What follows belongs to an exercise in optimizing a design on an open flow for small area; a production flow would make more cautious choices. RTL that was checked went through simulation tests only; none was proved equivalent to the original. Only the layout flow was run in runs 2 to 8; the RTL was not checked for function there. No activity file was given, so power comes from the tool's default toggle rates.

===== design/flow/config.mk =====
export PLATFORM = sky130hd
export DESIGN_NAME = response_park
export DESIGN_NICKNAME = response_park
export VERILOG_FILES = /design/flow/design.v
export SDC_FILE = /design/flow/constraint.sdc
export NUM_CORES = 4
export LEC_CHECK = 0
export CAP_MARGIN = 20
export CORE_MARGIN = 2
export CORE_UTILIZATION = 40
export SETUP_SLACK_MARGIN = 0.15
export SLEW_MARGIN = 20

===== design/flow/constraint.sdc =====
create_clock -name core_clock -period 5.0 [get_ports {clk}]
set_input_delay 1.0000 -clock core_clock [delete_from_list [all_inputs] [get_ports {clk}]]
set_output_delay 1.0000 -clock core_clock [all_outputs]
set_load 0.01 [all_outputs]

===== design/flow/design.v =====
package response_park_pkg;
  typedef logic [$clog2(16)-1:0] uid_t;
  typedef logic [64-1:0] data_t;
  typedef logic [2-1:0] resp_t;
  typedef logic [8-1:0] oid_t;
  typedef logic [$clog2(16):0] count_t;
  typedef struct packed {
    oid_t  oid;
    resp_t resp;
    data_t data;
  } park_resp_t;
  localparam count_t park_full_level = count_t'(16 - 1);
endpackage
`timescale 1ns/1ps
module slot_table (
  input  logic                         clk,
  input  logic                         rst,
  input  logic                         in_valid,
  input  response_park_pkg::uid_t      in_uid,
  input  response_park_pkg::park_resp_t in_payload,
  output logic                         in_ready,
  input  logic                         full,
  input  logic                         alloc_req,
  input  response_park_pkg::uid_t      alloc_uid,
  output logic                         alloc_gnt,
  output response_park_pkg::park_resp_t out_payload,
  input  logic                         free_req,
  input  response_park_pkg::uid_t      free_uid,
  output logic                         free_ack,
  output logic                         enq_accept,
  output logic                         free_accept
);
  logic [16-1:0] occupied_q;
  logic [16-1:0] occupied_d;
  logic [16-1:0] reserved_q;
  logic [16-1:0] reserved_d;
  logic [8+2+64-1:0] payload_mem [0:16-1];
  logic alloc_hit;
  assign in_ready = ~full & ~occupied_q[in_uid];
  assign enq_accept = in_valid & in_ready;
  assign alloc_hit = alloc_req & occupied_q[alloc_uid] & ~reserved_q[alloc_uid];
  assign free_accept = free_req & occupied_q[free_uid];
  always_comb begin
    occupied_d = occupied_q;
    reserved_d = reserved_q;
    if (enq_accept) begin
      occupied_d[in_uid] = 1'b1;
      reserved_d[in_uid] = 1'b0;
    end
    if (alloc_hit) begin
      reserved_d[alloc_uid] = 1'b1;
    end
    if (free_accept) begin
      occupied_d[free_uid] = 1'b0;
      reserved_d[free_uid] = 1'b0;
    end
  end
  always_ff @(posedge clk) begin
    if (rst) begin
      occupied_q <= '0;
      reserved_q <= '0;
      alloc_gnt  <= 1'b0;
      free_ack   <= 1'b0;
    end else begin
      occupied_q <= occupied_d;
      reserved_q <= reserved_d;
      alloc_gnt  <= alloc_hit;
      free_ack   <= free_accept;
    end
  end
  always_ff @(posedge clk) begin
    if (enq_accept) begin
      payload_mem[in_uid] <= in_payload;
    end
  end
  always_ff @(posedge clk) begin
    if (alloc_hit) begin
      out_payload <= payload_mem[alloc_uid];
    end
  end
endmodule
`timescale 1ns/1ps
module occupancy_tracker (
  input  logic clk,
  input  logic rst,
  input  logic enq_accept,
  input  logic free_accept,
  output logic full
);
  response_park_pkg::count_t count_q;
  always_ff @(posedge clk) begin
    if (rst) begin
      count_q <= '0;
    end else begin
      case ({enq_accept, free_accept})
        2'b10:   count_q <= count_q + response_park_pkg::count_t'(1);
        2'b01:   count_q <= count_q - response_park_pkg::count_t'(1);
        default: count_q <= count_q;
      endcase
    end
  end
  assign full = (count_q == response_park_pkg::park_full_level);
endmodule
`timescale 1ns/1ps
module response_park (
  input  logic                          clk,
  input  logic                          rst,
  input  logic                          in_valid,
  input  logic [$clog2(16)-1:0] in_uid,
  input  logic [8+2+64-1:0] in_payload,
  output logic                          in_ready,
  input  logic                          alloc_req,
  input  logic [$clog2(16)-1:0] alloc_uid,
  output logic                          alloc_gnt,
  output logic [8+2+64-1:0] out_payload,
  input  logic                          free_req,
  input  logic [$clog2(16)-1:0] free_uid,
  output logic                          free_ack,
  output logic                          full
);
  logic enq_accept;
  logic free_accept;
  slot_table u_slot_table (
    .clk         (clk),
    .rst         (rst),
    .in_valid    (in_valid),
    .in_uid      (in_uid),
    .in_payload  (in_payload),
    .in_ready    (in_ready),
    .full        (full),
    .alloc_req   (alloc_req),
    .alloc_uid   (alloc_uid),
    .alloc_gnt   (alloc_gnt),
    .out_payload (out_payload),
    .free_req    (free_req),
    .free_uid    (free_uid),
    .free_ack    (free_ack),
    .enq_accept  (enq_accept),
    .free_accept (free_accept)
  );
  occupancy_tracker u_occupancy_tracker (
    .clk         (clk),
    .rst         (rst),
    .enq_accept  (enq_accept),
    .free_accept (free_accept),
    .full        (full)
  );
endmodule

===== design/flow/run.sh =====
#!/bin/bash
# synth_recipe.tcl (not shown) runs the flow's synth.tcl, then flattens the netlist and writes it again
# the make line also repeats each setting of config.mk as NAME=value (left out here)
make -C /OpenROAD-flow-scripts/flow DESIGN_CONFIG=/design/flow/config.mk WORK_HOME=/design/flow/orfs CLKGATE_MAP_FILE= SYNTH_SCRIPT=/design/flow/synth_recipe.tcl finish

==> impl_metrics.yaml, run 1 <==
status:
  status: "finished clean"
finish:
  area_delta_synth_final_pct: 17.9
  final_common_cell: "edfxtp_1"
  final_util_pct: 47.6
  design_area_mm2: 0.0580
  nets: 2411
  final_cells: 4036
  layout_common_cells: "1258 x edfxtp_1, 372 x mux4_2, 164 x clkdlybuf4s50_1, 142 x clkbuf_16, 44 x buf_12"
  drive_above_1_share_pct: 27.0
  nFillCells: 9725
yosys:
  avgSynthCellArea_um2: 24.1
  syn_inst: 2042
  synth.distinct_cells: 49
  synth_edf_count: 1258
  syn_nets: 2148
  synth_area_mm2: 0.0492
  ys_seq_area_share_pct: 78.4
  ys_async_sr_fraction_pct: 0
  yosysWarnings: 2
  yosys_most_used_dff: "edfxtp_1"
  synth_seq_cells: 1297
clock_network:
  cts.sinks: 1297
  numCtsBuffers: 135
  root_buffer: "clkbuf_16"
  htreeDepth: 4
  cts.path.max_buffers: 3
  tritoncts: "done"
  cts.reportedPaths.clkPinSlew_ns: 0.06
  ctsHoldBuffers: 0
  cts_setup_buffers: 0
  clk_latency_ns: 0.73
  cts-resized-gates: 0
routing:
  viasPerCell: 5.60
  wl_um: 111000
  routedWlPerCell_um: 27.5
  drc_errors: 0
  vias: 22600
  drtIter0Drc: 2563
  postRouteAntennaNets: 0
  dr.pass1.iters: 5
sta:
  rsz0062_at_grt: "no"
  finClkSkew_ns: 0.0272
  fmax_ghz: 0.228
  finalSetupTns_ns: 0
  period_needed_ns: 4.39
  post-route-period-util_pct: 87.8
  setup_violations: 0
  tightestPinTransition_ns: 1.11
  hold_viol: 0
  relSlewSlack_pct: 26.0
  slew_viol_final: 0
die:
  fp.dieH_um: 355
  die_area_mm2: 0.126
  die_w_um: 355
  boundaryPins: 169
  rows: 128
  core_mm2: 0.122
  initial_utilization_pct: 40.4
pwr:
  power_density_mw_per_mm2: 401
  leakage_nw: 17.9
  design_power_total_mw: 23.3
  vdd_drop_max_mv: 0.344
global_routing:
  grt_pass1_vias: 23700
  antenna_found_initial: 9
  track_usage_pct: 17.7
  grt.overflow.total: 0
  grt_pass1_wl_um: 163000
  grt_start_max_net_pins: 101
setup_path:
  crit_type: "input pin to primary output"
  arrival_ns: 3.39
  required_ns: 4.00
  crit_path_end_kind: "primary output"
  start_kind: "input pin"
  worstPathMaxFanout: 4
placed_design:
  portBuffers: 168
  placed_cells: 3793
  place_hpwl_um: 64600
  gp_routability_congestion: 0.845
  place_area_mm2: 0.0537
run:
  maxCapViolCount: 0
worst_hold_path:
  worstHoldPathType: "flip-flop to flip-flop"
## path summary, 6_finish.rpt
kind	start	end	slack, ns	cells after the start
setup / recovery	in_uid[1]	in_ready	0.61	5
hold / removal	u_slot_table.reserved_q[2]	u_slot_table.reserved_q[2]	0.49	2
hold reg to reg	u_slot_table.reserved_q[2]	u_slot_table.reserved_q[2]	0.49	2
setup reg to reg	u_slot_table.occupied_q[15]	u_occupancy_tracker.count_q[4]	1.58	11
## critical path, cell delays in order
cell             delay, ns
clkdlybuf4s50_1       0.59
mux4_2                0.54
a22oi_1               0.23
nor4b_1               0.40
clkdlybuf4s50_1       0.63
## cell usage after synthesis (7+ instances only)
cell         n  area [um2]
a211oi_1    17         128
a21oi_1     21         105
a221oi_1    16         140
and2_1      15        93.8
buf_1       39         146
clkbuf_1    63         236
dfxtp_1     39         781
edfxtp_1  1258       37800
ha_1        15         188
inv_1       14        52.6
mux2i_1     15         150
mux4_2     372        8380
nand2_1     14        52.6
nand2b_1     7        43.8
nand3_1     17        85.1
nor2_1      14        52.6
nor3_1       7        35.0
nor3b_1      7        52.6
o21ai_0     10        50.1
xor2_1       8        70.1
## state kept, by name (all words and copies together), names as in the netlist
| register | cells |
|---|---|
| u_slot_table.out_payload | 74 |
| u_slot_table.alloc_gnt | 1 |
| u_slot_table.free_ack | 1 |
| u_slot_table.payload_mem | 1184 |
| u_slot_table.occupied_q | 16 |
| u_slot_table.reserved_q | 16 |
| u_occupancy_tracker.count_q | 5 |
## stage by stage
stage	hold WS, ns	setup slack, ns
floorplan	0.450	-0.376
detailed placement	0.480	0.312
CTS	0.487	0.595
global placement	0.472	0.374
finish	0.488	0.611
global route	0.517	0.490
## layout make-up
class                      instances  area [um2]  area share (%)
antenna                            1        2.50         0.00432
clock buffer                     172        3680            6.34
clock inverter                    70         646            1.11
inverter                          14        52.6          0.0906
multi-input combinational        625       10300            17.8
sequential                      1297       38600            66.5
tap                             1625        2030            3.51
timing repair buffer             232        2720            4.69
## power breakdown
| group | internal (mW) | total [mW] | switching (mW) | leakage (nW) |
|---|---|---|---|---|
| clock | 5.73 | 9.80 | 4.07 | 2.12 |
| combinational | 0.553 | 1.27 | 0.719 | 4.10 |
| sequential | 12.1 | 12.2 | 0.0568 | 11.7 |
| total | 18.4 | 23.3 | 4.84 | 17.9 |
## routing by layer
metal	part of all wire [%]	track usage, %
met1	43	25.2
met2	48	27.5
met3	7.5	4.33
met4	2.0	4.93
met5	0.049	0
## cell families after synthesis
logic type | count (synthesis) | share of synthesized area, %
XOR/XNOR | 12 | 0.214
AND/OR/NAND/NOR | 113 | 1.32
buffers and inverters | 120 | 0.931
multiplexers | 387 | 17.3
AO/OA/AOI/OAI | 98 | 1.45
adder cells (fa/ha/maj) | 15 | 0.381
flip-flops | 1297 | 78.4
==> run 2, diff against run 1 <==
==> design/flow/design.v (replaced) <==
package response_park_pkg;
  typedef logic [$clog2(16)-1:0] uid_t;
  typedef logic [64-1:0] data_t;
  typedef logic [2-1:0] resp_t;
  typedef logic [8-1:0] oid_t;
  typedef logic [$clog2(16):0] count_t;
  typedef struct packed {
    oid_t  oid;
    resp_t resp;
    data_t data;
  } park_resp_t;
  localparam count_t park_full_level = count_t'(16 - 1);
endpackage
`timescale 1ns/1ps
module slot_table #(
  parameter int DEPTH = 16,
  parameter int W     = 74
) (
  input  logic             clk,
  input  logic [DEPTH-1:0] we,        
  input  logic [DEPTH-1:0] hold,      
  input  logic [W-1:0]     wdata,
  input  logic [DEPTH-1:0] rsel_n,    
  output logic [W-1:0]     rdata
);
  logic [W:0] mem [DEPTH];
  logic [W:0] din;
  logic [W:0] rraw;
  assign din = {1'b0, wdata};
  always_ff @(posedge clk) begin
    for (int s = 0; s < DEPTH; s++) begin
      mem[s] <= ~((mem[s] | {(W+1){we[s]}}) & (din | {(W+1){hold[s]}}));
    end
  end
  always_comb begin
    rraw = '1;
    for (int s = 0; s < DEPTH; s++) begin
      rraw = rraw & (mem[s] | {(W+1){rsel_n[s]}});
    end
  end
  assign rdata = rraw[W-1:0] ^ {W{rraw[W]}};
endmodule
`timescale 1ns/1ps
module occupancy_tracker (
  input  logic [15:0] occupied,
  output logic        full
);
  logic [7:0] z1, m1;
  logic [3:0] z2, m2;
  logic [1:0] z3, m3;
  always_comb begin
    for (int i = 0; i < 8; i++) begin
      z1[i] = ~occupied[2*i] | ~occupied[2*i+1];
      m1[i] = ~occupied[2*i] & ~occupied[2*i+1];
    end
    for (int i = 0; i < 4; i++) begin
      z2[i] = z1[2*i] | z1[2*i+1];
      m2[i] = m1[2*i] | m1[2*i+1] | (z1[2*i] & z1[2*i+1]);
    end
    for (int i = 0; i < 2; i++) begin
      z3[i] = z2[2*i] | z2[2*i+1];
      m3[i] = m2[2*i] | m2[2*i+1] | (z2[2*i] & z2[2*i+1]);
    end
  end
  assign full = (z3[0] | z3[1]) & ~(m3[0] | m3[1] | (z3[0] & z3[1]));
endmodule
`timescale 1ns/1ps
module response_park (
  input  logic                          clk,
  input  logic                          rst,
  input  logic                          in_valid,
  input  logic [$clog2(16)-1:0] in_uid,
  input  logic [8+2+64-1:0] in_payload,
  output logic                          in_ready,
  input  logic                          alloc_req,
  input  logic [$clog2(16)-1:0] alloc_uid,
  output logic                          alloc_gnt,
  output logic [8+2+64-1:0] out_payload,
  input  logic                          free_req,
  input  logic [$clog2(16)-1:0] free_uid,
  output logic                          free_ack,
  output logic                          full
);
  localparam int DEPTH = 16;
  localparam int W     = 8 + 2 + 64;
  logic [DEPTH-1:0] occupied_q, reserved_q;
  logic [DEPTH-1:0] occupied_d, reserved_d;
  logic [DEPTH-1:0] rsel_n_q;
  logic [DEPTH-1:0] we;
  logic enq_accept, alloc_hit, free_accept;
  occupancy_tracker u_occupancy_tracker (
    .occupied (occupied_q),
    .full     (full)
  );
  assign in_ready    = ~full & ~occupied_q[in_uid];
  assign enq_accept  = in_valid & in_ready;
  assign alloc_hit   = alloc_req & occupied_q[alloc_uid] & ~reserved_q[alloc_uid];
  assign free_accept = free_req & occupied_q[free_uid];
  always_comb begin
    occupied_d = occupied_q;
    reserved_d = reserved_q;
    if (enq_accept) begin
      occupied_d[in_uid] = 1'b1;
      reserved_d[in_uid] = 1'b0;
    end
    if (alloc_hit) begin
      reserved_d[alloc_uid] = 1'b1;
    end
    if (free_accept) begin
      occupied_d[free_uid] = 1'b0;
      reserved_d[free_uid] = 1'b0;
    end
  end
  always_ff @(posedge clk) begin
    if (rst) begin
      occupied_q <= '0;
      reserved_q <= '0;
      alloc_gnt  <= 1'b0;
      free_ack   <= 1'b0;
    end else begin
      occupied_q <= occupied_d;
      reserved_q <= reserved_d;
      alloc_gnt  <= alloc_hit;
      free_ack   <= free_accept;
    end
  end
  always_ff @(posedge clk) begin
    for (int s = 0; s < DEPTH; s++) rsel_n_q[s] <= (alloc_uid != s);
  end
  always_comb begin
    for (int s = 0; s < DEPTH; s++) we[s] = enq_accept & (in_uid == s);
  end
  slot_table #(.DEPTH(DEPTH), .W(W)) u_slot_table (
    .clk   (clk),
    .we    (we),
    .hold  (~we),
    .wdata (in_payload),
    .rsel_n (rsel_n_q),
    .rdata (out_payload)
  );
endmodule
--- a/design/flow/config.mk
+++ b/design/flow/config.mk
@@ -10,3 +10,4 @@
 export CORE_UTILIZATION = 40
 export SETUP_SLACK_MARGIN = 0.15
 export SLEW_MARGIN = 20
+export SYNTH_HIERARCHICAL = 1
==> impl_metrics.yaml, run 2 <==
sta:
  fmax_ghz: 0.213
  tightestPinTransition_ns: 1.11
  relSlewSlack_pct: 26.2
  finClkSkew_ns: 0.0358
  setup_violations: 0
  hold_viol: 0
  finalSetupTns_ns: 0
  post-route-period-util_pct: 93.9
  period_needed_ns: 4.69
  slew_viol_final: 0
  rsz0062_at_grt: "no"
finish:
  nFillCells: 10100
  final_common_cell: "o22ai_1"
  final_util_pct: 46.4
  area_delta_synth_final_pct: 15.4
  drive_above_1_share_pct: 8.55
  final_cells: 5688
  seq_area_mm2: 0.0251
  multi_input_area_mm2: 0.0157
  largest_reg_flops: 1200
  nets: 4288
  design_area_mm2: 0.0496
  regMostFlops: "u_slot_table.mem"
  layout_common_cells: "1789 x o22ai_1, 1234 x dfxtp_1, 312 x nor2_1, 168 x clkdlybuf4s50_1, 120 x clkbuf_16"
routing:
  drc_errors: 0
  dr.pass1.iters: 5
  wl_um: 156000
  routedWlPerCell_um: 27.4
  postRouteAntennaNets: 0
  vias: 37800
  viasPerCell: 6.65
  drtIter0Drc: 4288
yosys:
  ys_top_cells_by_area: "dfxtp_1 58%, o22ai_1 26%, clkbuf_1 3.0%, nor2_1 2.7%, xor2_1 1.6%"
  synth-xor-area-share_pct: 1.63
  syn_nets: 4466
  ys_async_sr_fraction_pct: 0
  ys_seq_area_share_pct: 58.2
  yosys.area_share.simple_pct: 5.43
  synth_seq_cells: 1250
  synth_compound_area_share_pct: 27.8
  syn_inst: 4361
  yosys_most_used_dff: "dfxtp_1"
  yosysMostFrequentCell: "o22ai_1"
  synth_top_family_by_area: "compound AO/OA/AOI/OAI gates"
  synth_area_mm2: 0.0430
  synthAdderAreaFrac_pct: 0.407
  synth_commonest_cells: "1789 x o22ai_1, 1250 x dfxtp_1, 341 x clkbuf_1, 312 x nor2_1, 121 x buf_2"
  avgSynthCellArea_um2: 9.86
  synth_edf_count: 0
  yosysWarnings: 10
  yosys.area.top_type: "dfxtp_1"
  synth_mux_area_share_pct: 0.827
  synth.distinct_cells: 53
  yosys.area.top_type_share_pct: 58.2
global_routing:
  grtUsageMet3_pct: 4.65
  track_usage_pct: 26.9
  antenna_found_initial: 13
  grt.overflow.total: 0
  grt_pass1_vias: 35400
  met1_usage_pct: 37.3
  grt_pass1_wl_um: 230000
  met2_usage_pct: 42.1
  top_usage_layer: "met2"
  grt_start_max_net_pins: 76
setup_path:
  required_ns: 4.00
  r2r-end: "u_slot_table.mem[15][32]"
  arrival_ns: 3.69
  worst_r2r_path_depth: 11
  crit_start: "rsel_n_q[1]"
  rrSetupSlack_ns: 1.00
  crit_path_end_kind: "primary output"
  start_kind: "flip-flop"
  crit_type: "flip-flop to primary output"
  worstPathMaxFanout: 29
  worstReg2RegStart: "occupied_q[6]"
  crit_end: "out_payload[3]"
die:
  rows: 120
  initial_utilization_pct: 40.2
  boundaryPins: 169
  core_mm2: 0.107
  die_area_mm2: 0.110
  die_w_um: 332
  fp.dieH_um: 332
pwr:
  p_sw_share_pct: 26.2
  clock_power_share_pct: 33.7
  p_int_mw: 20.4
  switchingPower_mw: 7.26
  p_comb_share_pct: 15.7
  pwr-share-seq_pct: 50.5
  leakage_nw: 18.3
  design_power_total_mw: 27.7
  vdd_drop_max_mv: 0.291
  power_density_mw_per_mm2: 558
worst_hold_path:
  worstHoldPathType: "flip-flop to flip-flop"
clock_network:
  ctsHoldBuffers: 0
  htreeDepth: 3
  cts.sinks: 1250
  clk_latency_ns: 0.72
  cts.path.max_buffers: 3
  tritoncts: "done"
  cts_setup_buffers: 0
  root_buffer: "clkbuf_16"
  numCtsBuffers: 119
  cts.reportedPaths.clkPinSlew_ns: 0.06
  cts-resized-gates: 0
placed_design:
  gp_routability_congestion: 0.826
  place_area_mm2: 0.0455
  portBuffers: 168
  placed_cells: 5465
  place_hpwl_um: 84800
status:
  status: "finished clean"
run:
  maxCapViolCount: 0
-- run 2: logic make-up after synthesis --
group / after synthesis
xor+xnor: 80
compound gates: 1896
flops: 1250
simple gates: 513
mux: 22
buf+inv: 586
fa+ha+maj: 14
-- run 2: layout make-up --
type                    instances  share of cell area (%)
diodes                          5                  0.0252
clock inverters                43                    1.05
clock buffers                 175                    7.15
inverters                      13                   0.121
multi-input cells            2525                    31.6
repair buffers                274                    5.95
flip-flops and latches       1250                    50.6
well taps                    1403                    3.54
-- run 2: power by group through the flow --
stage	Sequential (mW)	Clock (mW)	Combinational, mW
3_3_place_gp	14.1	0	4.21
5_1_grt	14.3	9.83	4.72
6_report	14.0	9.34	4.36
4_1_cts	13.9	9.40	4.36
3_5_place_dp	14.1	0	4.34
2_1_floorplan	13.8	0	2.95
-- run 2: per-stage QoR --
stage                     setup slack (ns)  hold WS [ns]
after floorplan                       1.46         0.423
after global placement               0.423         0.431
after detailed placement             0.406         0.438
after CTS                            0.276         0.446
after global routing                 0.182         0.460
final                                0.306         0.447
-- run 2: modules after synthesis (local to each module, per instance), excerpt --
module             cells inside  flops+latches
response_park               349             50
occupancy_tracker            23              0
-- run 2: worst max-delay path, cell delays in order (launching register included) --
cell,delay (ns)
dfxtp_4,0.72
buf_4,0.52
o22ai_1,0.17
nor2_1,0.14
nand4_1,0.16
xor2_1,0.57
clkdlybuf4s50_1,0.67
-- run 2: layer usage --
| layer | wire (um) | share of wire, % |
|---|---|---|
| met4 | 5460 | 3.5 |
| met1 | 66400 | 43 |
| met5 | 77 | 0.049 |
| met2 | 70500 | 45 |
| met3 | 13500 | 8.6 |
-- run 2: how the worst min path moves through the flow --
stage,startpoint,to,slack (ns),cells past startpoint
3_3_place_gp,u_slot_table.mem[7][73],u_slot_table.mem[7][73],0.43,1
5_1_grt,u_slot_table.mem[9][73],u_slot_table.mem[9][73],0.46,1
2_1_floorplan,u_slot_table.mem[10][73],u_slot_table.mem[10][73],0.42,1
4_1_cts,u_slot_table.mem[0][73],u_slot_table.mem[0][73],0.45,1
3_5_place_dp,u_slot_table.mem[9][73],u_slot_table.mem[9][73],0.44,1
6_report,u_slot_table.mem[14][73],u_slot_table.mem[14][73],0.45,1
==> run 3, diff against run 2 <==
--- a/design/flow/config.mk
+++ b/design/flow/config.mk
@@ -7,7 +7,7 @@
 export LEC_CHECK = 0
 export CAP_MARGIN = 20
 export CORE_MARGIN = 2
-export CORE_UTILIZATION = 40
+export CORE_UTILIZATION = 60
 export SETUP_SLACK_MARGIN = 0.15
 export SLEW_MARGIN = 20
 export SYNTH_HIERARCHICAL = 1
==> impl_metrics.yaml, run 3 <==
global_routing:
  antenna_found_initial: 9
  grt.overflow.total: 0
  grt_pass1_vias: 38400
  grt_start_max_net_pins: 76
  grt_pass1_wl_um: 231000
  track_usage_pct: 40.5
routing:
  routedWlPerCell_um: 29.8
  wl_um: 157000
  viasPerCell: 7.49
  drtIter0Drc: 5435
  drc_errors: 0
  dr.pass1.iters: 8
  vias: 39300
  postRouteAntennaNets: 0
yosys:
  synth_mux_area_share_pct: 0.827
  syn_inst: 4361
  ys_seq_area_share_pct: 58.2
  synth_area_mm2: 0.0430
  synth_top_family_by_area: "compound AO/OA/AOI/OAI gates"
  synth_commonest_cells: "1789 x o22ai_1, 1250 x dfxtp_1, 341 x clkbuf_1, 312 x nor2_1, 121 x buf_2"
  synth_edf_count: 0
  ys_top_cells_by_area: "dfxtp_1 58%, o22ai_1 26%, clkbuf_1 3.0%, nor2_1 2.7%, xor2_1 1.6%"
  yosys.area.top_type_share_pct: 58.2
  yosys_most_used_dff: "dfxtp_1"
  yosysMostFrequentCell: "o22ai_1"
  synth.distinct_cells: 53
  yosys.area_share.simple_pct: 5.43
  yosysWarnings: 10
  synthAdderAreaFrac_pct: 0.407
  synth-xor-area-share_pct: 1.63
  syn_nets: 4466
  synth_compound_area_share_pct: 27.8
  avgSynthCellArea_um2: 9.86
  ys_async_sr_fraction_pct: 0
  synth_seq_cells: 1250
  yosys.area.top_type: "dfxtp_1"
sta:
  fmax_ghz: 0.215
  finalSetupTns_ns: 0
  setup_ws_ns: 0.347
  relSlewSlack_pct: 21.1
  post-route-period-util_pct: 93.1
  finClkSkew_ns: 0.0334
  slew_viol_final: 0
  setup_violations: 0
  tightestPinTransition_ns: 1.18
  period_needed_ns: 4.65
  hold_viol: 0
  rsz0062_at_grt: "no"
die:
  rows: 98
  fp.dieH_um: 272
  initial_utilization_pct: 60.3
  boundaryPins: 169
  die_area_mm2: 0.0738
  die_w_um: 272
  core_mm2: 0.0712
setup_path:
  start_kind: "flip-flop"
  crit_path_end_kind: "primary output"
  rrSetupSlack_ns: 1.28
  required_ns: 4.00
  arrival_ns: 3.65
  worstPathMaxFanout: 39
  crit_type: "flip-flop to primary output"
pwr:
  vdd_drop_max_mv: 0.377
  p_comb_share_pct: 16.1
  p_sw_share_pct: 26.5
  pwr-share-seq_pct: 51.2
  leakage_nw: 18.3
  p_int_mw: 20.2
  switchingPower_mw: 7.31
  design_power_total_mw: 27.5
  power_density_mw_per_mm2: 561
  clock_power_share_pct: 32.7
clock_network:
  htreeDepth: 3
  cts_setup_buffers: 0
  cts.sinks: 1250
  tritoncts: "done"
  cts.path.max_buffers: 3
  numCtsBuffers: 121
  cts.reportedPaths.clkPinSlew_ns: 0.06
  root_buffer: "clkbuf_16"
  ctsHoldBuffers: 0
  cts-resized-gates: 0
  clk_latency_ns: 0.70
finish:
  area_delta_synth_final_pct: 14.2
  largest_reg_flops: 1200
  final_common_cell: "o22ai_1"
  regMostFlops: "u_slot_table.mem"
  nets: 4293
  final_cells: 5244
  final_util_pct: 68.9
  drive_above_1_share_pct: 8.35
  layout_common_cells: "1789 x o22ai_1, 1234 x dfxtp_1, 312 x nor2_1, 167 x clkdlybuf4s50_1, 124 x clkbuf_16"
  nFillCells: 5335
worst_hold_path:
  worstHoldPathType: "flip-flop to flip-flop"
status:
  status: "finished clean"
placed_design:
  pre_cts_ws_ns: 0.404
  place_hpwl_um: 84200
  portBuffers: 168
  gp_routability_congestion: 0.862
  placed_cells: 5015
run:
  maxCapViolCount: 0
-- run 3: power groups by stage --
stage	clock network [mW]	registers (mW)	logic (mW)
6_report	9.00	14.1	4.43
5_1_grt	9.43	14.3	4.73
4_1_cts	9.01	14.0	4.38
3_5_place_dp	0	14.2	4.36
3_3_place_gp	0	14.0	4.17
2_1_floorplan	0	13.8	2.95
-- run 3: through the flow --
| step | area (um2) | hold WS [ns] |
|---|---|---|
| 2_1_floorplan | 43000 | 0.423 |
| 3_3_place_gp | 45100 | 0.430 |
| 3_5_place_dp | 45100 | 0.438 |
| 4_1_cts | 49100 | 0.447 |
| 5_1_grt | 49100 | 0.467 |
| 6_report | 49100 | 0.446 |
-- run 3: area by class of cell --
cell class,instances,area [um2],share of cell area [%]
clock buffer,188,3620,7.38
sequential,1250,25100,51.1
clock inverter,33,315,0.642
inverter,13,60.1,0.122
timing repair buffer,277,3110,6.33
antenna,8,20.0,0.0408
tap,950,1190,2.42
multi-input combinational,2525,15700,31.9
-- run 3: modules after synthesis, one instance, submodules excluded, excerpt --
module / cell area (um2) / cells inside
response_park: 3120 / 349
occupancy_tracker: 140 / 23
-- run 3: path summary, 6_finish.rpt --
| check | end | cells after the start | startpoint |
|---|---|---|---|
| max | out_payload[8] | 6 | rsel_n_q[6] |
| min reg2reg | u_slot_table.mem[4][73] | 1 | u_slot_table.mem[4][73] |
| min | u_slot_table.mem[4][73] | 1 | u_slot_table.mem[4][73] |
| max reg2reg | u_slot_table.mem[0][48] | 10 | occupied_q[4] |
-- run 3: per-layer routing --
metal  up-vias  global-route usage (%)  wire [um]
met4         8                    21.5       8410
li1      16600                       -          -
met3       603                    8.91      18400
met2      2845                    62.9      69800
met1     19300                    53.0      59800
met5         -                   0.642        105
-- run 3: logic make-up (layout without fill, tap and decap cells) --
group | count (synthesis) | count (layout)
mux | 22 | 22
simple gates | 513 | 513
fa+ha+maj | 14 | 14
buf+inv | 586 | 511
flops | 1250 | 1250
compound gates | 1896 | 1896
xor+xnor | 80 | 80
other cells | 0 | 8
-- run 3: critical path, cell delays in order (launching register included) --
cell             delay [ns]
dfxtp_4                0.78
o22ai_1                0.21
nor2_1                 0.13
nand4_1                0.19
buf_4                  0.44
xor2_1                 0.54
clkdlybuf4s50_1        0.63
==> run 4, diff against run 3 <==
--- a/design/flow/design.v
+++ b/design/flow/design.v
@@ -85,7 +85,7 @@
   localparam int W     = 8 + 2 + 64;
   logic [DEPTH-1:0] occupied_q, reserved_q;
   logic [DEPTH-1:0] occupied_d, reserved_d;
-  logic [DEPTH-1:0] rsel_n_q;
+  logic [DEPTH-1:0] rsel_n;
   logic [DEPTH-1:0] we;
   logic enq_accept, alloc_hit, free_accept;
   occupancy_tracker u_occupancy_tracker (
@@ -124,8 +124,12 @@
       free_ack   <= free_accept;
     end
   end
+  logic [$clog2(DEPTH)-1:0] ruid_q;
   always_ff @(posedge clk) begin
-    for (int s = 0; s < DEPTH; s++) rsel_n_q[s] <= (alloc_uid != s);
+    ruid_q <= alloc_uid;
+  end
+  always_comb begin
+    for (int s = 0; s < DEPTH; s++) rsel_n[s] = (ruid_q != s);
   end
   always_comb begin
     for (int s = 0; s < DEPTH; s++) we[s] = enq_accept & (in_uid == s);
@@ -135,7 +139,7 @@
     .we    (we),
     .hold  (~we),
     .wdata (in_payload),
-    .rsel_n (rsel_n_q),
+    .rsel_n (rsel_n),
     .rdata (out_payload)
   );
 endmodule
--- a/design/flow/config.mk
+++ b/design/flow/config.mk
@@ -7,7 +7,7 @@
 export LEC_CHECK = 0
 export CAP_MARGIN = 20
 export CORE_MARGIN = 2
-export CORE_UTILIZATION = 60
+export CORE_UTILIZATION = 40
 export SETUP_SLACK_MARGIN = 0.15
 export SLEW_MARGIN = 20
 export SYNTH_HIERARCHICAL = 1
==> impl_metrics.yaml, run 4 <==
status:
  status: "finished clean"
pwr:
  design_power_total_mw: 27.7
  vdd_drop_max_mv: 0.344
  power_density_mw_per_mm2: 558
  leakage_nw: 18.2
finish:
  area_delta_synth_final_pct: 16.6
  nFillCells: 9834
  nets: 4306
  top_regs: "u_slot_table.mem: 1200 flops, occupied_q: 16 flops, reserved_q: 16 flops"
  final_common_cell: "o22ai_1"
  largest_reg_flops: 1200
  drive_above_1_share_pct: 8.90
  layout_common_cells: "1790 x o22ai_1, 1234 x dfxtp_1, 325 x nor2_1, 168 x clkdlybuf4s50_1, 123 x clkbuf_16"
  regMostFlops: "u_slot_table.mem"
routing:
  top_layer: "met5"
  wl_um: 156000
  dr.pass1.iters: 16
  vias: 37700
  routedWlPerCell_um: 27.3
  drc_errors: 0
  routed-wl-met2_um: 71000
  drtIter0Drc: 3679
  wirelength_met1_um: 65500
  wl_met3_um: 13200
  viasPerCell: 6.61
  postRouteAntennaNets: 0
yosys:
  synth_area_mm2: 0.0426
  yosys.area.top_type_share_pct: 58.2
  yosysMostFrequentCell: "o22ai_1"
  synth_seq_cells: 1238
  synth.distinct_cells: 62
  synth_commonest_cells: "1790 x o22ai_1, 1238 x dfxtp_1, 340 x clkbuf_1, 327 x nor2_1, 118 x buf_2"
  yosys_most_used_dff: "dfxtp_1"
  yosysWarnings: 10
  yosys.area.top_type: "dfxtp_1"
  ys_top_cells_by_area: "dfxtp_1 58%, o22ai_1 26%, clkbuf_1 3.0%, nor2_1 2.9%, xor2_1 1.5%"
  syn_nets: 4456
  ys_seq_area_share_pct: 58.2
  avgSynthCellArea_um2: 9.78
  synth_edf_count: 0
  syn_inst: 4353
  ys_async_sr_fraction_pct: 0
sta:
  fmax_ghz: 0.212
  post-route-period-util_pct: 94.3
  tightestPinTransition_ns: 0.895
  finClkSkew_ns: 0.0303
  relSlewSlack_pct: 40.4
  finalSetupTns_ns: 0
  period_needed_ns: 4.72
  rsz0062_at_grt: "no"
  setup_violations: 0
  slew_viol_final: 0
  hold_viol: 0
clock_network:
  tritoncts: "done"
  htreeDepth: 3
  clk_latency_ns: 0.72
  numCtsBuffers: 120
  cts.path.max_buffers: 3
  cts.sinks: 1238
  root_buffer: "clkbuf_16"
  cts.reportedPaths.clkPinSlew_ns: 0.06
setup_path:
  crit_start: "ruid_q[1]"
  crit_type: "flip-flop to primary output"
  start_kind: "flip-flop"
  worstPathMaxFanout: 19
  crit_path_end_kind: "primary output"
  required_ns: 4.00
  arrival_ns: 3.72
  worstReg2RegStart: "occupied_q[5]"
global_routing:
  grt_start_max_net_pins: 76
  track_usage_pct: 27.3
  grt_pass1_vias: 35700
  grt_pass1_wl_um: 229000
  grt.overflow.total: 0
  antenna_found_initial: 9
die:
  boundaryPins: 169
  core_mm2: 0.105
  fp.dieH_um: 330
  die_w_um: 330
  initial_utilization_pct: 40.4
  die_area_mm2: 0.109
  rows: 119
worst_hold_path:
  min_from: "u_slot_table.mem[3][73]"
  worstHoldPathType: "flip-flop to flip-flop"
placed_design:
  portBuffers: 168
  place_hpwl_um: 86500
  gp_routability_congestion: 0.839
run:
  maxCapViolCount: 0
-- run 4: changes by cell type after synthesis, sizes merged, moves of 12 or more --
cell    previous run  this run
buf              232       219
and2              15         3
nor2             312       327
a31oi             16         0
a221oi            15         1
nand3             13        35
dfxtp           1250      1238
nand2             39        15
inv               12        40
o31ai             15         1
a21oi              8        34
a211oi            17         2
-- run 4: path summary, 6_finish.rpt --
kind / slack (ns) / depth (start not counted) / to
worst max-delay path: 0.28 / 10 / out_payload[55]
worst min-delay path: 0.45 / 1 / u_slot_table.mem[3][73]
worst max register to register: 0.94 / 11 / u_slot_table.mem[5][46]
worst min register to register: 0.45 / 1 / u_slot_table.mem[3][73]
-- run 4: final cells by class --
class                   count  area [um2]  area share [%]
clock inverters            52         611            1.23
flip-flops and latches   1238       24800            49.9
diodes                      7        17.5          0.0353
clock buffers             172        3490            7.03
repair buffers            286        3200            6.45
multi-input cells        2517       15600            31.5
inverters                  40         190           0.383
well taps                1391        1740            3.50
-- run 4: repair_timing --
action,4_1_cts,5_1_grt
pin swaps,0,1
endpoints found under the hold margin,0,0
cloned,0,2
hold buffers,0,0
setup endpoints to repair,74,22
resized for setup,18,3
setup buffers,0,2
-- run 4: through the flow --
| stage | setup WS, ns | cell area (um2) | utilization, % | instances | hold slack [ns] |
|---|---|---|---|---|---|
| final | 0.285 | 49700 | 47.1 | 5703 | 0.449 |
| after global routing | 0.206 | 49700 | 47.1 | 5700 | 0.459 |
| after CTS | 0.191 | 49600 | 47.1 | 5692 | 0.447 |
| after detailed placement | 0.487 | 45500 | 43.1 | 5468 | 0.438 |
| after global placement | 0.545 | 45500 | 43.1 | 5468 | 0.431 |
| after floorplan | 1.53 | 42600 | - | 4353 | 0.423 |
-- run 4: power by group --
| group | internal (mW) | switching (mW) |
|---|---|---|
| Sequential | 12.6 | 1.36 |
| Combinational | 2.46 | 2.00 |
| Clock | 5.42 | 3.95 |
-- run 4: Yosys stat by module, one instance, submodules excluded, a selection --
module / cells inside / copies in the design
response_park: 341 / 1
occupancy_tracker: 23 / 1
-- run 4: kinds of logic after synthesis --
| kind of cell | count (synthesis) | share of synthesized area [%] |
|---|---|---|
| adder cells (fa/ha/maj) | 12 | 0.353 |
| buffers and inverters | 599 | 5.78 |
| multiplexers | 10 | 0.473 |
| XOR/XNOR | 80 | 1.65 |
| flip-flops | 1238 | 58.2 |
| AND/OR/NAND/NOR | 533 | 5.89 |
| AO/OA/AOI/OAI | 1881 | 27.7 |
-- run 4: critical path, cell delays in order, from the launching register on --
cell and delay (ns):
dfxtp_4 0.50, nor2b_1 0.16, buf_4 0.18, nand3_4 0.35, o22ai_1 0.23, nor2_1 0.13, nand4_1 0.11, buf_4 0.21
buf_6 0.32, xor2_1 0.20, clkdlybuf4s50_1 0.56
-- run 4: per-layer routing --
layer  up-vias  GRT usage (%)
met5         -              0
met2      1877           44.0
met1     18900           36.6
met4         2           10.6
li1      16600              -
met3       376           4.70
==> run 5, diff against run 4 <==
==> design/flow/flow/run.sh (new file) <==
#!/bin/bash
# Standard layout, with plain buf_1 port buffers and no CTS dummy loads
cp standard.sh standard.sh.txt
export BUFFER_PORTS_ARGS="-buffer_cell sky130_fd_sc_hd__buf_1"
export CTS_ARGS="-sink_clustering_enable -repair_clock_nets -dont_use_dummy_load"
bash standard.sh > standard.log 2>&1
==> design/flow/standard.sh (new file) <==
#!/bin/bash
# synth_recipe.tcl (not shown) runs the flow's synth.tcl, then flattens the netlist and writes it again
# the make line also repeats each setting of config.mk as NAME=value (left out here)
make -C /OpenROAD-flow-scripts/flow DESIGN_CONFIG=/design/flow/config.mk WORK_HOME=/design/flow/orfs CLKGATE_MAP_FILE= SYNTH_SCRIPT=/design/flow/synth_recipe.tcl "${@:-finish}"
removed: design/flow/run.sh
==> impl_metrics.yaml, run 5 <==
yosys:
  yosys.area_share.simple_pct: 5.89
  yosysMostFrequentCell: "o22ai_1"
  yosys.area.top_type: "dfxtp_1"
  ys_async_sr_fraction_pct: 0
  ys_seq_area_share_pct: 58.2
  yosysWarnings: 10
  synth_top_family_by_area: "compound AO/OA/AOI/OAI gates"
  synth_mux_area_share_pct: 0.473
  syn_nets: 4456
  ys_top_cells_by_area: "dfxtp_1 58%, o22ai_1 26%, clkbuf_1 3.0%, nor2_1 2.9%, xor2_1 1.5%"
  synth.distinct_cells: 62
  synthAdderAreaFrac_pct: 0.353
  synth_seq_cells: 1238
  yosys.area.top_type_share_pct: 58.2
  synth_commonest_cells: "1790 x o22ai_1, 1238 x dfxtp_1, 340 x clkbuf_1, 327 x nor2_1, 118 x buf_2"
  synth-xor-area-share_pct: 1.65
  yosys_most_used_dff: "dfxtp_1"
  avgSynthCellArea_um2: 9.78
  synth_compound_area_share_pct: 27.7
  synth_edf_count: 0
  synth_area_mm2: 0.0426
  syn_inst: 4353
finish:
  drive_above_1_share_pct: 6.94
  regMostFlops: "u_slot_table.mem"
  top_regs: "u_slot_table.mem: 1200 flops, occupied_q: 16 flops, reserved_q: 16 flops"
  final_common_cell: "o22ai_1"
  layout_common_cells: "1790 x o22ai_1, 1238 x dfxtp_1, 325 x nor2_1, 168 x buf_1, 120 x clkbuf_16"
  area_delta_synth_final_pct: 10.9
  nFillCells: 10100
  nets: 4296
  final_util_pct: 44.8
  largest_reg_flops: 1200
clock_network:
  root_buffer: "clkbuf_16"
  clk_latency_ns: 0.72
  ctsHoldBuffers: 0
  cts.sinks: 1238
  cts.reportedPaths.clkPinSlew_ns: 0.05
  numCtsBuffers: 120
  tritoncts: "done"
  htreeDepth: 3
  cts_setup_buffers: 0
  cts.path.max_buffers: 3
placed_design:
  gp_routability_congestion: 0.818
  portBuffers: 168
  place_hpwl_um: 85200
setup_path:
  cp_slowest_cell: "dfxtp_1"
  path_depth: 8
  start_kind: "flip-flop"
  arrival_ns: 3.67
  path_cells: "nor2b_2 -> nand2_4 -> o22ai_1 -> nor2_1 -> nand4_1 -> buf_6 -> xor2_1 -> buf_1"
  crit_buf_inv: 2
  critPathMaxStageDelay_ns: 0.60
  rrSetupSlack_ns: 0.88
  crit_path_end_kind: "primary output"
  worstReg2RegStart: "occupied_q[5]"
  worst_r2r_path_depth: 11
  crit_type: "flip-flop to primary output"
  required_ns: 4.00
  r2r-end: "u_slot_table.mem[0][65]"
  cp_top_family: "simple AND/OR/NAND/NOR gates"
  worstPathMaxFanout: 35
global_routing:
  grt.overflow.total: 0
  grtUsageMet3_pct: 5.90
  grt_pass1_vias: 35600
  track_usage_pct: 27.6
  met2_usage_pct: 43.7
  grt_start_max_net_pins: 76
  top_usage_layer: "met2"
  antenna_found_initial: 6
  met1_usage_pct: 36.9
  grt_pass1_wl_um: 230000
routing:
  viasPerCell: 6.69
  dr.pass1.iters: 19
  vias: 37400
  wl_um: 156000
  postRouteAntennaNets: 0
  drc_errors: 0
  routedWlPerCell_um: 27.9
  drtIter0Drc: 3823
die:
  core_mm2: 0.105
  boundaryPins: 169
  rows: 119
  fp.dieH_um: 330
  die_w_um: 330
  die_area_mm2: 0.109
  initial_utilization_pct: 40.4
sta:
  fmax_ghz: 0.214
  period_needed_ns: 4.67
  tightestPinTransition_ns: 1.03
  relSlewSlack_pct: 31.6
  finalSetupTns_ns: 0
  slew_viol_final: 0
  rsz0062_at_grt: "no"
  finClkSkew_ns: 0.0470
  setup_violations: 0
  post-route-period-util_pct: 93.4
  hold_viol: 0
worst_hold_path:
  worstHoldPathType: "flip-flop to flip-flop"
  holdPathEnd: "u_slot_table.mem[4][73]"
  hold_depth: 1
  min_from: "u_slot_table.mem[4][73]"
status:
  status: "finished clean"
pwr:
  leakage_nw: 17.1
  vdd_drop_max_mv: 0.321
  power_density_mw_per_mm2: 540
run:
  maxCapViolCount: 0
run 5: cell type report:
class | instances | area [um2] | area share [%]
Sequential cell | 1238 | 24800 | 52.5
Multi-Input combinational cell | 2516 | 15600 | 33.0
Clock buffer | 120 | 3000 | 6.36
Timing Repair Buffer | 277 | 1890 | 4.00
Tap cell | 1391 | 1740 | 3.69
Inverter | 40 | 190 | 0.403
Antenna cell | 5 | 12.5 | 0.0265
run 5: power breakdown:
part	switching (mW)	internal, mW	leakage, nW
Sequential	1.35	12.6	10.5
Clock	3.52	4.17	1.48
Combinational	1.97	1.95	5.17
run 5: how the worst max path moves through the flow:
stage / end / from / slack, ns
after global placement: out_payload[20] / ruid_q[0] / 0.63
after CTS: out_payload[38] / ruid_q[0] / 0.22
after floorplan: u_slot_table.mem[13][23] / in_uid[0] / 1.53
final: out_payload[42] / ruid_q[1] / 0.33
after detailed placement: u_slot_table.mem[7][17] / in_uid[0] / 0.60
after global routing: out_payload[20] / ruid_q[2] / 0.14
run 5: modules after synthesis (local to each module, per instance), a selection:
| module | copies in the design | flops+latches |
|---|---|---|
| response_park | 1 | 38 |
| occupancy_tracker | 1 | 0 |
run 5: per-layer routing:
| layer | routed length (um) | vias to the layer above | part of all wire [%] |
|---|---|---|---|
| met3 | 14500 | 352 | 9.3 |
| met4 | 5650 | 2 | 3.6 |
| met1 | 65300 | 18700 | 42 |
| met2 | 70200 | 1905 | 45 |
| li1 | - | 16400 | - |
| met5 | 13 | - | 0.0084 |
run 5: metrics by stage:
stage               area, um2  cells  worst slack (ns)  total power [mW]  hold slack (ns)
finish                  47200   5587             0.332              25.5            0.447
global route            47200   5584             0.144              26.6            0.454
CTS                     47200   5582             0.222              25.5            0.445
detailed placement      44200   5462             0.605              17.9            0.438
global placement        44200   5462             0.627              17.8            0.430
floorplan               42600   4353              1.53              16.7            0.423
run 5: cells by family after synthesis:
group	Yosys count
DFF	1238
buffers and inverters	599
AOI/OAI and AO/OA	1881
muxes	10
and+or+nand+nor	533
xor gates and xnor gates	80
adders and majority gates	12
run 5: repair_timing:
item / 4_1_cts / 5_1_grt
cloned: 0 / 0
endpoints found under the setup margin: 50 / 39
hold endpoints to repair: 0 / 0
resized for setup: 7 / 6
==> run 6, diff against run 5 <==
==> design/flow/flow/run.sh (replaced) <==
#!/bin/bash
# Standard layout with plain buf_1 port buffers, no CTS dummy loads and smaller clock buffers
export BUFFER_PORTS_ARGS="-buffer_cell sky130_fd_sc_hd__buf_1"
export CTS_ARGS="-sink_clustering_enable -repair_clock_nets -dont_use_dummy_load -sink_clustering_size 30 -sink_clustering_max_diameter 60 -buf_list {sky130_fd_sc_hd__clkbuf_16}"
bash standard.sh > standard.log 2>&1
==> impl_metrics.yaml, run 6 <==
setup_path:
  crit_type: "flip-flop to primary output"
  start_kind: "flip-flop"
  worst_r2r_path_depth: 11
  required_ns: 4.00
  worstPathMaxFanout: 35
  arrival_ns: 3.69
  crit_path_end_kind: "primary output"
die:
  initial_utilization_pct: 40.4
  boundaryPins: 169
  rows: 119
  die_w_um: 330
  die_area_mm2: 0.109
  core_mm2: 0.105
  fp.dieH_um: 330
sta:
  finalSetupTns_ns: 0
  rsz0062_at_grt: "yes"
  hold_viol: 0
  setup_violations: 0
  finClkSkew_ns: 0.107
  tightestPinTransition_ns: 1.03
  worst_hold_slack_ns: 0.446
  fmax_ghz: 0.213
  relSlewSlack_pct: 31.6
  slew_viol_final: 0
  period_needed_ns: 4.69
  post-route-period-util_pct: 93.7
pwr:
  switchingPower_mw: 6.63
  leakage_nw: 16.8
  vdd_drop_max_mv: 0.246
  power_density_mw_per_mm2: 524
  p_int_mw: 17.8
  pwr-share-seq_pct: 57.0
  p_sw_share_pct: 27.2
  p_comb_share_pct: 16.1
  clock_power_share_pct: 27.0
global_routing:
  track_usage_pct: 27.4
  antenna_found_initial: 7
  grt_pass1_wl_um: 228000
  grt_start_max_net_pins: 76
  grt.overflow.total: 0
  grt_pass1_vias: 35400
worst_hold_path:
  hold_depth: 1
  worstHoldPathType: "flip-flop to flip-flop"
placed_design:
  portBuffers: 168
  gp_routability_congestion: 0.818
  place_hpwl_um: 85200
clock_network:
  numCtsBuffers: 93
  cts.path.max_buffers: 3
  cts.sinks: 1238
  htreeDepth: 3
  tritoncts: "done"
  clk_latency_ns: 0.73
  cts.reportedPaths.clkPinSlew_ns: 0.07
  ctsHoldBuffers: 0
  root_buffer: "clkbuf_16"
status:
  status: "finished clean"
yosys:
  syn_inst: 4353
  yosysMostFrequentCell: "o22ai_1"
  synth_seq_cells: 1238
  syn_nets: 4456
  ys_top_cells_by_area: "dfxtp_1 58%, o22ai_1 26%, clkbuf_1 3.0%, nor2_1 2.9%, xor2_1 1.5%"
  avgSynthCellArea_um2: 9.78
  synth.distinct_cells: 62
  yosys.area.top_type_share_pct: 58.2
  synth_area_mm2: 0.0426
  ys_async_sr_fraction_pct: 0
  yosys.area.top_type: "dfxtp_1"
  synth_edf_count: 0
  yosys_most_used_dff: "dfxtp_1"
  synth_commonest_cells: "1790 x o22ai_1, 1238 x dfxtp_1, 340 x clkbuf_1, 327 x nor2_1, 118 x buf_2"
  yosysWarnings: 10
  ys_seq_area_share_pct: 58.2
run:
  maxCapViolCount: 0
finish:
  layout_common_cells: "1790 x o22ai_1, 1238 x dfxtp_1, 327 x nor2_1, 168 x buf_1, 93 x clkbuf_16"
  final_common_cell: "o22ai_1"
  nets: 4270
  area_delta_synth_final_pct: 9.34
  top_regs: "u_slot_table.mem: 1200 flops, occupied_q: 16 flops, reserved_q: 16 flops"
  regMostFlops: "u_slot_table.mem"
  largest_reg_flops: 1200
  drive_above_1_share_pct: 6.31
routing:
  dr.pass1.iters: 18
  drc_errors: 0
  postRouteAntennaNets: 0
  drtIter0Drc: 3865
  routedWlPerCell_um: 27.9
  wl_um: 155000
  vias: 37200
  viasPerCell: 6.69
-- run 6: final timing paths --
kind                            from                       to  slack, ns
min          u_slot_table.mem[2][73]  u_slot_table.mem[2][73]       0.45
max reg2reg            occupied_q[5]  u_slot_table.mem[0][59]       0.85
max                        ruid_q[3]          out_payload[42]       0.31
min reg2reg  u_slot_table.mem[2][73]  u_slot_table.mem[2][73]       0.45
-- run 6: worst max-delay path, cell delays in order, from the launching register on --
cell,delay [ns]
dfxtp_1,0.45
nor2_1,0.64
nand2_4,0.37
o22ai_1,0.29
nor2_1,0.07
nand4_1,0.29
buf_6,0.51
xor2_1,0.20
buf_1,0.17
-- run 6: area by class of cell --
cell class              instances  area (um2)
fillers                     10200       58900
flip-flops and latches       1238       24800
multi-input cells            2516       15600
clock buffers                  93        2330
repair buffers                278        1910
well taps                    1391        1740
inverters                      40         190
diodes                          6        15.0
-- run 6: power by group through the flow --
stage	Combinational [mW]	Sequential, mW	Clock [mW]
2_1_floorplan	2.95	13.7	0
3_3_place_gp	3.77	14.0	0
3_5_place_dp	3.90	14.0	0
4_1_cts	3.91	13.8	6.68
5_1_grt	4.29	14.2	7.04
6_report	3.92	13.9	6.59
-- run 6: metrics by stage --
| stage | setup WS, ns | instance area [um2] | utilization, % | power [mW] | cells |
|---|---|---|---|---|---|
| final | 0.313 | 46600 | 44.2 | 24.4 | 5562 |
| after global placement | 0.627 | 44200 | 41.9 | 17.8 | 5462 |
| after floorplan | 1.53 | 42600 | - | 16.7 | 4353 |
| after CTS | 0.146 | 46500 | 44.1 | 24.4 | 5555 |
| after global routing | 0.102 | 46600 | 44.2 | 25.5 | 5559 |
| after detailed placement | 0.605 | 44200 | 41.9 | 17.9 | 5462 |
-- run 6: repair_timing --
action                     4_1_cts  5_1_grt
pin swaps                        0        0
buffers inserted                 0        0
setup endpoints to repair       45       45
resized for setup                5        5
-- run 6: modules after synthesis, one instance, submodules excluded, excerpt --
module	times used	area, um2
response_park	1	2720
occupancy_tracker	1	140
-- run 6: logic make-up (layout without fill, tap and decap cells) --
logic type / after synthesis / in the layout / synth area share (%)
DFF: 1238 / 1238 / 58.2
muxes: 10 / 10 / 0.473
buffers and inverters: 599 / 411 / 5.78
xor gates and xnor gates: 80 / 80 / 1.65
AOI/OAI and AO/OA: 1881 / 1881 / 27.7
and+or+nand+nor: 533 / 533 / 5.89
adders and majority gates: 12 / 12 / 0.353
other: 0 / 6 / 0
-- run 6: metal layers --
layer,global-route usage [%],up-vias,routed length (um)
met1,36.8,18500,64600
li1,-,16400,-
met4,10.2,2,5590
met5,0,-,13
met3,5.63,356,14800
met2,43.5,1961,69900
==> run 7, diff against run 6 <==
==> design/flow/flow/run.sh (replaced) <==
#!/bin/bash
# Standard layout with plain buf_1 port buffers, no CTS dummy loads and smaller clock buffers
export BUFFER_PORTS_ARGS="-buffer_cell sky130_fd_sc_hd__buf_1"
export CTS_ARGS="-sink_clustering_enable -repair_clock_nets -dont_use_dummy_load -sink_clustering_size 20 -sink_clustering_max_diameter 50 -buf_list {sky130_fd_sc_hd__clkbuf_8}"
bash standard.sh > standard.log 2>&1
==> impl_metrics.yaml, run 7 <==
pwr:
  pwr-share-seq_pct: 60.4
  p_int_mw: 16.5
  p_sw_share_pct: 28.3
  leakage_nw: 16.5
  vdd_drop_max_mv: 0.220
  p_comb_share_pct: 17.1
  switchingPower_mw: 6.50
  clock_power_share_pct: 22.5
  design_power_total_mw: 23.0
  power_density_mw_per_mm2: 502
clock_network:
  ctsHoldBuffers: 0
  cts_setup_buffers: 0
  cts.sinks: 1238
  clk_latency_ns: 0.83
  cts.reportedPaths.clkPinSlew_ns: 0.06
  cts.path.max_buffers: 3
  htreeDepth: 3
  root_buffer: "clkbuf_8"
  tritoncts: "done"
  numCtsBuffers: 112
routing:
  dr.pass1.iters: 17
  routed-wl-met2_um: 70000
  vias: 37200
  wirelength_met1_um: 65000
  wl_met3_um: 14600
  wl_um: 155000
  drc_errors: 0
  top_layer: "met5"
  drtIter0Drc: 3993
  postRouteAntennaNets: 0
  viasPerCell: 6.67
  routedWlPerCell_um: 27.8
yosys:
  syn_inst: 4353
  synth_seq_cells: 1238
  yosys.area.top_type_share_pct: 58.2
  ys_async_sr_fraction_pct: 0
  synth_commonest_cells: "1790 x o22ai_1, 1238 x dfxtp_1, 340 x clkbuf_1, 327 x nor2_1, 118 x buf_2"
  avgSynthCellArea_um2: 9.78
  ys_seq_area_share_pct: 58.2
  synth.distinct_cells: 62
  yosys_most_used_dff: "dfxtp_1"
  yosysWarnings: 10
  yosysMostFrequentCell: "o22ai_1"
  synth_edf_count: 0
  syn_nets: 4456
  ys_top_cells_by_area: "dfxtp_1 58%, o22ai_1 26%, clkbuf_1 3.0%, nor2_1 2.9%, xor2_1 1.5%"
  synth_area_mm2: 0.0426
  yosys.area.top_type: "dfxtp_1"
die:
  boundaryPins: 169
  core_mm2: 0.105
  initial_utilization_pct: 40.4
  rows: 119
  die_area_mm2: 0.109
  die_w_um: 330
  fp.dieH_um: 330
sta:
  worst_hold_slack_ns: 0.447
  tightestPinTransition_ns: 1.09
  setup_violations: 0
  period_needed_ns: 4.69
  rsz0062_at_grt: "no"
  slew_viol_final: 0
  hold_viol: 0
  finalSetupTns_ns: 0
  finClkSkew_ns: 0.0944
  relSlewSlack_pct: 27.2
  fmax_ghz: 0.213
  post-route-period-util_pct: 93.8
finish:
  regMostFlops: "u_slot_table.mem"
  drive_above_1_share_pct: 6.79
  top_regs: "u_slot_table.mem: 1200 flops, occupied_q: 16 flops, reserved_q: 16 flops"
  layout_common_cells: "1790 x o22ai_1, 1238 x dfxtp_1, 325 x nor2_1, 168 x buf_1, 112 x clkbuf_8"
  final_common_cell: "o22ai_1"
  area_delta_synth_final_pct: 7.55
  final_util_pct: 43.5
  largest_reg_flops: 1200
  nets: 4289
  nFillCells: 10300
  final_cells: 5582
placed_design:
  gp_routability_congestion: 0.818
  portBuffers: 168
  place_hpwl_um: 85200
  placed_cells: 5462
setup_path:
  worstReg2RegStart: "occupied_q[5]"
  arrival_ns: 3.69
  worstPathMaxFanout: 21
  worst_r2r_path_depth: 11
  crit_type: "flip-flop to primary output"
  required_ns: 4.00
  r2r-end: "u_slot_table.mem[12][29]"
  crit_path_end_kind: "primary output"
  start_kind: "flip-flop"
  rrSetupSlack_ns: 0.88
global_routing:
  grt_pass1_vias: 35400
  grt_pass1_wl_um: 228000
  grt_start_max_net_pins: 76
  track_usage_pct: 27.4
  grt.overflow.total: 0
  antenna_found_initial: 7
status:
  status: "finished clean"
worst_hold_path:
  hold_depth: 1
  worstHoldPathType: "flip-flop to flip-flop"
  holdPathEnd: "u_slot_table.mem[4][73]"
  min_from: "u_slot_table.mem[4][73]"
run:
  maxCapViolCount: 0
-- run 7: cell counts after synthesis --
Identical to the previous run, type by type.
-- run 7: logic make-up after synthesis --
group	share of synthesized area (%)
AO/OA/AOI/OAI	27.7
XOR/XNOR	1.65
adder cells (fa/ha/maj)	0.353
buffers and inverters	5.78
flip-flops	58.2
multiplexers	0.473
AND/OR/NAND/NOR	5.89
-- run 7: critical path, stage by stage (launching register included) --
cell and delay (ns):
dfxtp_1 0.61, nor2b_2 0.52, nand2_4 0.33, o22ai_1 0.27, nor2_1 0.06, nand4_1 0.30
buf_4 0.41, xor2_1 0.19, buf_1 0.22
-- run 7: per-module statistics from Yosys, one instance, submodules excluded, excerpt --
module / flip-flops and latches / area (um2) / copies in the design
response_park: 38 / 2720 / 1
occupancy_tracker: 0 / 140 / 1
-- run 7: metal layers --
metal	vias to the layer above	global-route usage [%]
li1	16400	-
met1	18600	36.7
met2	1919	43.7
met3	371	5.61
met4	2	10.1
met5	-	0
-- run 7: area by class of cell --
type                       count  area (um2)  area share [%]
antenna                        7        17.5          0.0382
clock buffer                 112        1540            3.37
inverter                      40         190           0.415
multi-input combinational   2516       15600            34.1
sequential                  1238       24800            54.1
tap                         1391        1740            3.80
timing repair buffer         278        1920            4.19
-- run 7: how the worst max path moves through the flow --
stage                     startpoint                  endpoint  slack [ns]  depth (start not counted)
after CTS                  ruid_q[0]           out_payload[20]        0.14                          8
after floorplan            in_uid[0]  u_slot_table.mem[13][23]        1.53                         11
after global placement     ruid_q[0]           out_payload[20]        0.63                          8
after detailed placement   in_uid[0]   u_slot_table.mem[7][17]        0.60                          9
final                      ruid_q[1]           out_payload[11]        0.31                          8
after global routing       ruid_q[1]           out_payload[20]        0.15                          8
-- run 7: power groups by stage --
| stage | logic [mW] | clock network, mW | registers [mW] |
|---|---|---|---|
| 6_report | 3.92 | 5.17 | 13.9 |
| 5_1_grt | 4.29 | 5.59 | 14.2 |
| 4_1_cts | 3.91 | 5.24 | 13.8 |
| 3_5_place_dp | 3.90 | 0 | 14.0 |
| 3_3_place_gp | 3.77 | 0 | 14.0 |
| 2_1_floorplan | 2.95 | 0 | 13.7 |
-- run 7: what timing repair did --
item | in CTS | in global routing
pin swaps | 0 | 0
setup endpoints to repair | 68 | 55
gates resized for setup | 8 | 8
-- run 7: through the flow --
stage                     cell area (um2)  setup WS (ns)
after global routing                45800          0.152
after CTS                           45700          0.139
after global placement              44200          0.627
after detailed placement            44200          0.605
after floorplan                     42600           1.53
final                               45800          0.309
==> run 8, diff against run 7 <==
--- a/design/flow/config.mk
+++ b/design/flow/config.mk
@@ -7,7 +7,8 @@
 export LEC_CHECK = 0
 export CAP_MARGIN = 20
 export CORE_MARGIN = 2
-export CORE_UTILIZATION = 40
+export CORE_UTILIZATION = 65
+export PLACE_DENSITY = 0.75
 export SETUP_SLACK_MARGIN = 0.15
 export SLEW_MARGIN = 20
 export SYNTH_HIERARCHICAL = 1
==> impl_metrics.yaml, run 8 <==
yosys:
  avgSynthCellArea_um2: 9.78
  synth_seq_cells: 1238
  yosysWarnings: 10
  synth_area_mm2: 0.0426
  yosysMostFrequentCell: "o22ai_1"
  syn_inst: 4353
  synth_edf_count: 0
  yosys.area.top_type: "dfxtp_1"
  yosys.area.top_type_share_pct: 58.2
  ys_async_sr_fraction_pct: 0
  yosys_most_used_dff: "dfxtp_1"
  synth_commonest_cells: "1790 x o22ai_1, 1238 x dfxtp_1, 340 x clkbuf_1, 327 x nor2_1, 118 x buf_2"
  ys_top_cells_by_area: "dfxtp_1 58%, o22ai_1 26%, clkbuf_1 3.0%, nor2_1 2.9%, xor2_1 1.5%"
  ys_seq_area_share_pct: 58.2
  synth.distinct_cells: 62
  syn_nets: 4456
die:
  initial_utilization_pct: 65.9
  core_mm2: 0.0646
  die_w_um: 260
  die_area_mm2: 0.0676
  rows: 93
  boundaryPins: 169
  fp.dieH_um: 260
global_routing:
  grt_start_max_net_pins: 76
  track_usage_pct: 41.1
  grt_pass1_wl_um: 215000
  grt_pass1_vias: 35500
  antenna_found_initial: 6
  grt.overflow.total: 0
setup_path:
  crit_type: "flip-flop to primary output"
  crit_end: "out_payload[69]"
  arrival_ns: 3.76
  crit_start: "ruid_q[2]"
  start_kind: "flip-flop"
  worst_r2r_path_depth: 12
  crit_path_end_kind: "primary output"
  worstPathMaxFanout: 39
  rrSetupSlack_ns: 1.15
  r2r-end: "u_slot_table.mem[14][42]"
  worstReg2RegStart: "occupied_q[10]"
  required_ns: 4.00
clock_network:
  root_buffer: "clkbuf_8"
  tritoncts: "done"
  cts.sinks: 1238
  clk_latency_ns: 0.78
  cts_setup_buffers: 0
  ctsHoldBuffers: 0
  cts.reportedPaths.clkPinSlew_ns: 0.10
  numCtsBuffers: 95
  cts.path.max_buffers: 3
  htreeDepth: 3
routing:
  routedWlPerCell_um: 28.8
  drc_errors: 0
  wl_um: 144000
  postRouteAntennaNets: 0
  viasPerCell: 7.61
  dr.pass1.iters: 6
  drtIter0Drc: 5042
  vias: 38100
pwr:
  vdd_drop_max_mv: 0.318
  p_int_mw: 16.2
  p_comb_share_pct: 17.3
  power_density_mw_per_mm2: 505
  switchingPower_mw: 6.38
  p_sw_share_pct: 28.3
  pwr-share-seq_pct: 61.7
  leakage_nw: 16.2
  clock_power_share_pct: 21.0
sta:
  relSlewSlack_pct: 21.6
  slew_viol_final: 0
  hold_viol: 0
  post-route-period-util_pct: 95.2
  finalSetupTns_ns: 0
  period_needed_ns: 4.76
  setup_ws_ns: 0.239
  finClkSkew_ns: 0.0602
  tightestPinTransition_ns: 1.18
  setup_violations: 0
  rsz0062_at_grt: "no"
  fmax_ghz: 0.210
finish:
  regMostFlops: "u_slot_table.mem"
  final_util_pct: 69.1
  nets: 4255
  layout_common_cells: "1790 x o22ai_1, 1238 x dfxtp_1, 325 x nor2_1, 168 x buf_1, 95 x clkbuf_8"
  nFillCells: 5202
  area_delta_synth_final_pct: 4.85
  largest_reg_flops: 1200
  drive_above_1_share_pct: 5.95
  final_common_cell: "o22ai_1"
  top_regs: "u_slot_table.mem: 1200 flops, occupied_q: 16 flops, reserved_q: 16 flops"
placed_design:
  pre_cts_ws_ns: 0.696
  portBuffers: 168
  place_hpwl_um: 76500
  gp_routability_congestion: 0.889
worst_hold_path:
  min_from: "u_slot_table.mem[2][73]"
  worstHoldPathType: "flip-flop to flip-flop"
status:
  status: "finished clean"
run:
  maxCapViolCount: 0
==> run 8: cell counts after synthesis <==
Identical to the previous run, type by type.
==> run 8: cells by family (layout without fill, tap and decap cells) <==
kind of cell,count (synthesis),count (layout),synth area share (%)
adder cells (fa/ha/maj),12,12,0.353
buffers and inverters,599,396,5.78
XOR/XNOR,80,80,1.65
multiplexers,10,10,0.473
flip-flops,1238,1238,58.2
AND/OR/NAND/NOR,533,533,5.89
AO/OA/AOI/OAI,1881,1881,27.7
other,0,4,0
==> run 8: power groups by stage <==
stage	Combinational (mW)	Sequential, mW	Clock [mW]
6_report	3.90	13.9	4.74
5_1_grt	4.19	14.2	5.07
4_1_cts	3.83	13.8	4.71
3_5_place_dp	3.84	14.1	0
3_3_place_gp	3.67	14.0	0
2_1_floorplan	2.95	13.7	0
==> run 8: what timing repair did <==
item / CTS / global route
gates resized for setup: 4 / 7
endpoints found under the setup margin: 21 / 36
hold endpoints to repair: 0 / 0
==> run 8: final cells by class <==
class | instances | area, um2 | area share, %
Timing Repair Buffer | 261 | 1680 | 3.77
Clock buffer | 95 | 1310 | 2.93
Inverter | 40 | 190 | 0.426
Multi-Input combinational cell | 2516 | 15600 | 35.0
Sequential cell | 1238 | 24800 | 55.5
Tap cell | 855 | 1070 | 2.40
Antenna cell | 4 | 10.0 | 0.0224
==> run 8: per-module statistics from Yosys, one instance, submodules excluded, a selection <==
module	area, um2	flip-flops and latches
response_park	2720	38
occupancy_tracker	140	0
==> run 8: worst min-delay path by stage <==
stage	to	slack, ns	depth (start not counted)
after global placement	u_slot_table.mem[5][73]	0.43	1
after global routing	u_slot_table.mem[8][0]	0.47	1
after detailed placement	u_slot_table.mem[8][73]	0.44	1
after CTS	u_slot_table.mem[7][73]	0.45	1
after floorplan	u_slot_table.mem[10][73]	0.42	1
final	u_slot_table.mem[2][73]	0.45	1
==> run 8: through the flow <==
step	cells	total power, mW	hold WS [ns]	instance area, um2
after CTS	5004	22.4	0.452	44600
after detailed placement	4909	17.9	0.438	43300
after global placement	4909	17.7	0.431	43300
final	5009	22.6	0.453	44700
after global routing	5008	23.4	0.468	44600
after floorplan	4353	16.7	0.423	42600
==> run 8: critical path, stage by stage (launching register included) <==
cell and delay, ns:
dfxtp_1 0.64, nor2b_1 0.68, nand3_4 0.12, buf_4 0.37, buf_12 0.29, o22ai_1 0.19, nor2_1 0.10, nand4_1 0.15
xor2_1 0.28, buf_1 0.20
==> run 8: routing by layer <==
layer	global-route usage (%)	wire length (um)	vias up
met5	0	21	-
met2	62.7	63000	2756
met4	18.6	7280	4
li1	-	-	16300
met3	8.98	18400	566
met1	56.0	55600	18500

-- afterwards: timing with drivers on the ports --
The results above use ideal ports. As a check the final layouts listed here were re-extracted and re-timed, cells and wires unchanged. Step 1 (the two cells are an assumption about what drives the block):
set clk [get_ports {clk}]
set_driving_cell -lib_cell sky130_fd_sc_hd__clkbuf_16 $clk
set_driving_cell -lib_cell sky130_fd_sc_hd__buf_2 [delete_from_list [all_inputs] $clk]
Step 2 also shifts input and output timing later by t, the mid clock arrival at the registers, as if the neighbouring blocks saw the same clock. Slacks: ideal / step 1 / step 2; pairs: ideal / step 1.
| run | shift t [ns] | setup slack, ns | worst setup path after step 2 | worst register clock-pin slew, ns | pins driven straight from the clock port |
|---|---|---|---|---|---|
| run 1 | 0.788 | 0.611 / 0.575 / 0.252 | input to register | 0.06 / 0.06 | 1 |
| run 2 | 0.780 | 0.306 / 0.233 / 0.357 | input to output | 0.07 / 0.07 | 1 |
| run 3 | 0.760 | 0.347 / 0.274 / 0.303 | input to register | 0.07 / 0.07 | 1 |
| run 4 | 0.782 | 0.285 / 0.208 / 0.439 | input to register | 0.07 / 0.07 | 1 |
| run 5 | 0.774 | 0.332 / 0.254 / 0.459 | input to register | 0.07 / 0.07 | 1 |
| run 6 | 0.752 | 0.313 / 0.238 / 0.421 | input to register | 0.10 / 0.10 | 1 |
| run 7 | 0.847 | 0.309 / 0.242 / 0.463 | input to register | 0.12 / 0.12 | 1 |
| run 8 | 0.796 | 0.239 / 0.169 / 0.606 | input to register | 0.12 / 0.12 | 1 |
After both steps every run listed still meets setup and hold. For run 1, which loses most, drivers alone change the setup slack by -0.036 ns; drivers and shift together by -0.359 ns.
